Background: an optimization exercise with open tools, aiming at small area, a short achievable clock period and few clock cycles per item. Do not read the settings as production practice. Function was checked by simulation only, so behaviour that the tests miss may differ from the original. No activity file was given, so power comes from the tool's default toggle rates.

==> inputs of job 1621 <==
// zprize_mul_col_acc
module zprize_mul_col_acc
#(
    parameter int unsigned W  = zprize_mul_pkg::OP_W,
    parameter int unsigned LW = zprize_mul_pkg::LIMB_W,
    parameter int unsigned NL = zprize_mul_pkg::N_LIMBS,
    parameter int unsigned CW = zprize_mul_pkg::COL_W,
    parameter int unsigned M  = zprize_mul_pkg::META_W,
    parameter int unsigned CI = zprize_mul_pkg::clog2(2 * NL)
) (
    input  logic                  clk,
    input  logic                  rst,
    input  logic                  in_valid,
    input  logic [2*LW-1:0]       in_prod,
    input  logic [CI-1:0]         in_col,
    input  logic                  in_first,
    input  logic                  in_last,
    input  logic [M-1:0]          in_m,
    output logic                  in_ready,
    output logic                  out_valid,
    input  logic                  out_ready,
    output logic [2*W-1:0]        out_prod,
    output logic [M-1:0]          out_m,
    output logic                  err
);
    localparam int unsigned NC = 2 * NL;
    localparam int unsigned HW = CW - LW;                  
    localparam int unsigned TW = 2 * W - (NC - 1) * LW;    
    localparam int unsigned K  = zprize_mul_pkg::CHUNK_W;  
    function automatic logic cut(input int unsigned i);
        cut = i < LW && (i % K) == 0;
    endfunction
    function automatic int unsigned cwid(input int unsigned c);
        cwid = (c == NC - 1) ? TW : CW;
    endfunction
    logic [CW-1:0]   col_q [NC];
    logic [CW-1:0]   kq    [NC];      
    logic [NC-1:0]   sel_q;           
    logic            keep_q;          
    logic [2*LW-1:0] prod_q;          
  ...
clock: 8.0 ns
lec_check: 0
cap_margin: 20
core_margin: 2
core_utilization: 50
setup_slack_margin: 5.0
slew_margin: 20
standard.sh (not shown) runs the stock make flow with config.mk's settings and CLKGATE_MAP_FILE= SYNTH_SCRIPT=/design/flow/synth_recipe.tcl, a recipe that flattens the netlist after the stock synthesis.
==> flow/flow/run.sh <==
#!/bin/bash
# The standard layout (the standard.sh, unchanged synthesis and steps),
# with plain sky130 buffers instead of delay cells as the port buffers.
# The make output goes to standard_flow.log; each ORFS step keeps its own
# log under orfs/logs.
set -euo pipefail
export BUFFER_PORTS_ARGS="-buffer_cell sky130_fd_sc_hd__buf_2"
bash standard.sh > standard_flow.log 2>&1
==> job 5790 (differences from job 1621) <==
--- a/flow/design.v
+++ b/flow/design.v
@@ -58,53 +58,54 @@
 );
     localparam int unsigned NC = 2 * NL;
     localparam int unsigned HW = CW - LW;                  
     localparam int unsigned TW = 2 * W - (NC - 1) * LW;    
     localparam int unsigned K  = zprize_mul_pkg::CHUNK_W;  
     function automatic logic cut(input int unsigned i);
-        cut = i < LW && (i % K) == 0;
+        cut = (i == LW) || (i < LW && (i % K) == 0);
     endfunction
     function automatic int unsigned cwid(input int unsigned c);
         cwid = (c == NC - 1) ? TW : CW;
     endfunction
     logic [CW-1:0]   col_q [NC];
     logic [CW-1:0]   kq    [NC];      
     logic [NC-1:0]   sel_q;           
     logic            keep_q;          
     logic [2*LW-1:0] prod_q;          
     logic            last_q;          
     logic            acc_q;           
     logic            flush_q, norm_q;
-    logic [3:0]      fcnt_q;          
-    logic [NC-1:0]   bz_q;            
     logic            in_ready_q, out_valid_q, err_q;
     logic [M-1:0]    m_q;
-    logic            take, col_ok, beat, busy, big;
+    logic            take, col_ok, beat, busy, anyk, big;
     logic [LW-1:0]   ev, od;
     always_comb begin
         take   = in_valid && in_ready_q;
         col_ok = in_col <= CI'(NC - 2);
         beat   = take && col_ok;
         ev     = prod_q[LW-1:0];
         od     = prod_q[2*LW-1:LW];
-        busy   = |bz_q;
+        busy   = 1'b0;
+        anyk   = 1'b0;
         big    = 1'b0;
         for (int unsigned c = 0; c < NC; c++) begin
+            busy = busy | (|kq[c]);
+            anyk = anyk | (|kq[c]);
             if (c < NC - 1) begin
+                busy = busy | (|col_q[c][CW-1:LW]);
                 big  = big | (&col_q[c][CW-1:CW-4]);
             end
         end
     end
     always_ff @(posedge clk) begin
         if (!rst) begin
             sel_q       <= '0;
             keep_q      <= 1'b1;
             last_q      <= 1'b0;
             acc_q       <= 1'b0;
             flush_q     <= 1'b0;
-            fcnt_q      <= '0;
             norm_q      <= 1'b0;
             in_ready_q  <= 1'b1;
             out_valid_q <= 1'b0;
             err_q       <= 1'b0;
         end else begin
             for (int unsigned c = 0; c < NC; c++)
@@ -112,20 +113,14 @@
             keep_q  <= !(beat && in_first);
             last_q  <= beat && in_last;
             if ((in_valid && !in_ready_q) || (take && !col_ok) || (beat && !in_first && !acc_q))
                 err_q <= 1'b1;
             if (beat) acc_q <= !in_last;
             if (beat && in_last) in_ready_q <= 1'b0;
-            if (last_q && big) begin
-                flush_q <= 1'b1;
-                fcnt_q  <= 4'(LW / K);
-            end else if (flush_q) begin
-                fcnt_q <= fcnt_q - 1'b1;
-                if (fcnt_q == '0) flush_q <= 1'b0;
-            end
-            if ((last_q && !big) || (flush_q && fcnt_q == '0)) norm_q <= 1'b1;
+            flush_q <= (last_q && big) || (flush_q && anyk);
+            if ((last_q && !big) || (flush_q && !anyk)) norm_q <= 1'b1;
             if (norm_q && !busy) begin
                 norm_q      <= 1'b0;
                 out_valid_q <= 1'b1;
             end
             if (out_valid_q && out_ready) begin
                 out_valid_q <= 1'b0;
@@ -152,50 +147,44 @@
             logic [CW-1:0] low;
             hin  = (c > 0 && norm_q) ? col_q[c-1][CW-1:LW] : '0;
             low  = '0;
             for (int unsigned i = 0; i < cwid(c) && i < LW; i++) low[i] = 1'b1;
             hin0[c]   = hin[0];
             thru[c]   = thru_q[c];
-            thru_d[c] = norm_q && ((col_q[c] & low) == low) && !(|(kq[c] & low)) && hin == '0;
+            thru_d[c] = norm_q && ((col_q[c] & low) == low) && !(|(kq[c] & low)) && hin == '0
+                        && !(c > 0 && kq[c-1][LW] && thru[c-1] && hin0[c-1]);
             base[c] = keep_q ? col_q[c] : '0;
             if (norm_q && c < NC - 1) base[c][CW-1:LW] = '0;
             add[c] = '0;
             if (sel_q[c]) add[c][LW-1:0] = (c % 2 == 0) ? ev : od;
             add[c][HW-1:1] = add[c][HW-1:1] | hin[HW-1:1];
+            if (c < NC - 1) add[c][LW] = kq[c][LW] && keep_q;
             kd[c] = '0;
             cy    = 1'b0;
-            for (int unsigned i = 0; i < cwid(c) && i < LW; i++) begin
+            for (int unsigned i = 0; i < cwid(c); i++) begin
                 logic a, b;
                 if (i == 0)       ci = hin[0];
+                else if (i == LW) ci = thru[c] && hin[0];
                 else if (cut(i)) begin
                     ci       = thru[c] ? hin[0] : (kq[c][i] && keep_q);
                     kd[c][i] = cy && !thru[c];
                 end else          ci = cy;
+                if (i == LW) kd[c][i] = cy && !thru[c];
                 a = base[c][i];
-                b = add[c][i];
+                b = (i <= LW) ? add[c][i] : 1'b0;
                 {cy, col_d[c][i]} = {1'b0, a} + {1'b0, b} + {1'b0, ci};
-            end
-            if (c < NC - 1) begin
-                logic ones;
-                ones = cy;
-                for (int unsigned i = LW; i < CW; i++) begin
-                    col_d[c][i] = base[c][i] ^ ones;
-                    ones        = ones & base[c][i];
-                end
             end
             for (int unsigned i = cwid(c); i < CW; i++) col_d[c][i] = 1'b0;
         end
     end
     always_ff @(posedge clk) begin
         for (int unsigned c = 0; c < NC; c++) begin
             col_q[c] <= col_d[c];
             kq[c]    <= kd[c];
         end
         thru_q <= rst ? thru_d : '0;
-        for (int unsigned c = 0; c < NC; c++)
-            bz_q[c] <= (|kd[c]) || (c < NC - 1 && (|col_d[c][CW-1:LW]));
     end
     always_comb begin
         for (int unsigned c = 0; c < NC - 1; c++) out_prod[c*LW +: LW] = col_q[c][LW-1:0];
         out_prod[(NC-1)*LW +: TW] = col_q[NC-1][TW-1:0];
     end
     assign in_ready  = in_ready_q;
--- a/flow/config.mk
+++ b/flow/config.mk
@@ -4,9 +4,11 @@
 export VERILOG_FILES = /design/flow/design.v
 export SDC_FILE = /design/flow/constraint.sdc
 export NUM_CORES = 4
 export LEC_CHECK = 0
 export CAP_MARGIN = 20
 export CORE_MARGIN = 2
-export CORE_UTILIZATION = 50
+export CORE_UTILIZATION = 55
+export CTS_CLUSTER_DIAMETER = 70
+export CTS_CLUSTER_SIZE = 25
 export SETUP_SLACK_MARGIN = 5.0
 export SLEW_MARGIN = 20
==> comparison <==
- In job 1621 the clock power is higher than in job 5790, by about 36%.
- Against job 5790, the wire length of job 1621 is higher by about 11%.
- Of job 1621 and job 5790, job 5790 has the higher hold slack (gap 0.027 ns).
- Count of clock-buffer cells in the layout: job 1621 is higher than job 5790 (132).
- Between job 1621 and job 5790, the lower critical path depth is in job 5790 (gap 9).
- Of job 1621 and job 5790, job 5790 has the higher first-iteration DRC count (gap 2.2%, measured against job 5790).
- Of job 1621 and job 5790, job 1621 has the higher synthesized area (gap about 1.3%, measured against job 5790).
- Synthesized cell count: job 5790 is larger than job 1621 (1.3%).
- In job 1621 the via count is higher than in job 5790, by 3.6%.
==> figures <==
metric	job 5790	job 1621
Result of the run	timing/DRC/antenna clean	timing/DRC/antenna clean
Flip-flop and latch count after synthesis	1,359	1,364
Grt met2 use	60.3%	59.4%
CTS clk-pin slew, worst paths	0.09 ns	0.06 ns
Number of global-route vias before repair	50,700	53,400
Last weighted congestion value of the routability-driven placer	0.968	0.940
Longest individual stage delay on the worst path	0.91 ns	0.40 ns
Reg-to-Reg End	norm_q$_SDFFE_PP0P_	bz_q[22]$_DFF_P_
Part of the total power dissipated in sequential elements	52.9%	45.6%
Max_slew headroom	18.6%	25.9%
Cells after Synth	7,333	7,240
Critical path depth in cells	6	15
Placed cell areas	70,100 um2	73,200 um2
Clock network fraction of total power	36.4%	42.9%
Area share of fa/ha/maj cells after synthesis	24.8%	24.2%
Critical-path top delay cell	nor4_1	or4_1
Largest net degree at the start of global routing	98	77
Arr. time, crit path	3.70 ns	4.43 ns
Met3 capacity usage during global routing	8.26%	9.49%
Testbench counts of job 1621, summed over its fixed seeds: cycles 22,681, items 96.
Testbench counts of job 5790, summed over its fixed seeds: cycles 22,705, items 96.

-- port drivers added, routing unchanged --
No port has a modelled driver above. Below, the same layouts with a new extraction and two added sets of constraints. Step 1 (the two cells are an assumption about what drives the block):
set clk [get_ports {clk}]
set_driving_cell -lib_cell sky130_fd_sc_hd__clkbuf_16 $clk
set_driving_cell -lib_cell sky130_fd_sc_hd__buf_2 [delete_from_list [all_inputs] $clk]
Step 2 also shifts input and output timing later by t, the mid clock arrival at the registers, as if the neighbouring blocks saw the same clock. Three values: no drivers, after step 1, after step 2; two values: the first two.
| run | t, ns | setup slack, ns | hold slack, ns |
|---|---|---|---|
| job 1621 | 0.875 | 4.236 / 4.236 / 4.171 | 0.478 / 0.478 / 0.478 |
| job 5790 | 0.812 | 4.937 / 4.934 / 4.154 | 0.505 / 0.505 / 0.505 |
After both steps setup and hold are still met in every run listed. The setup slack of job 5790, which loses most, moves by -0.003 ns with the drivers and by -0.783 ns with both steps.
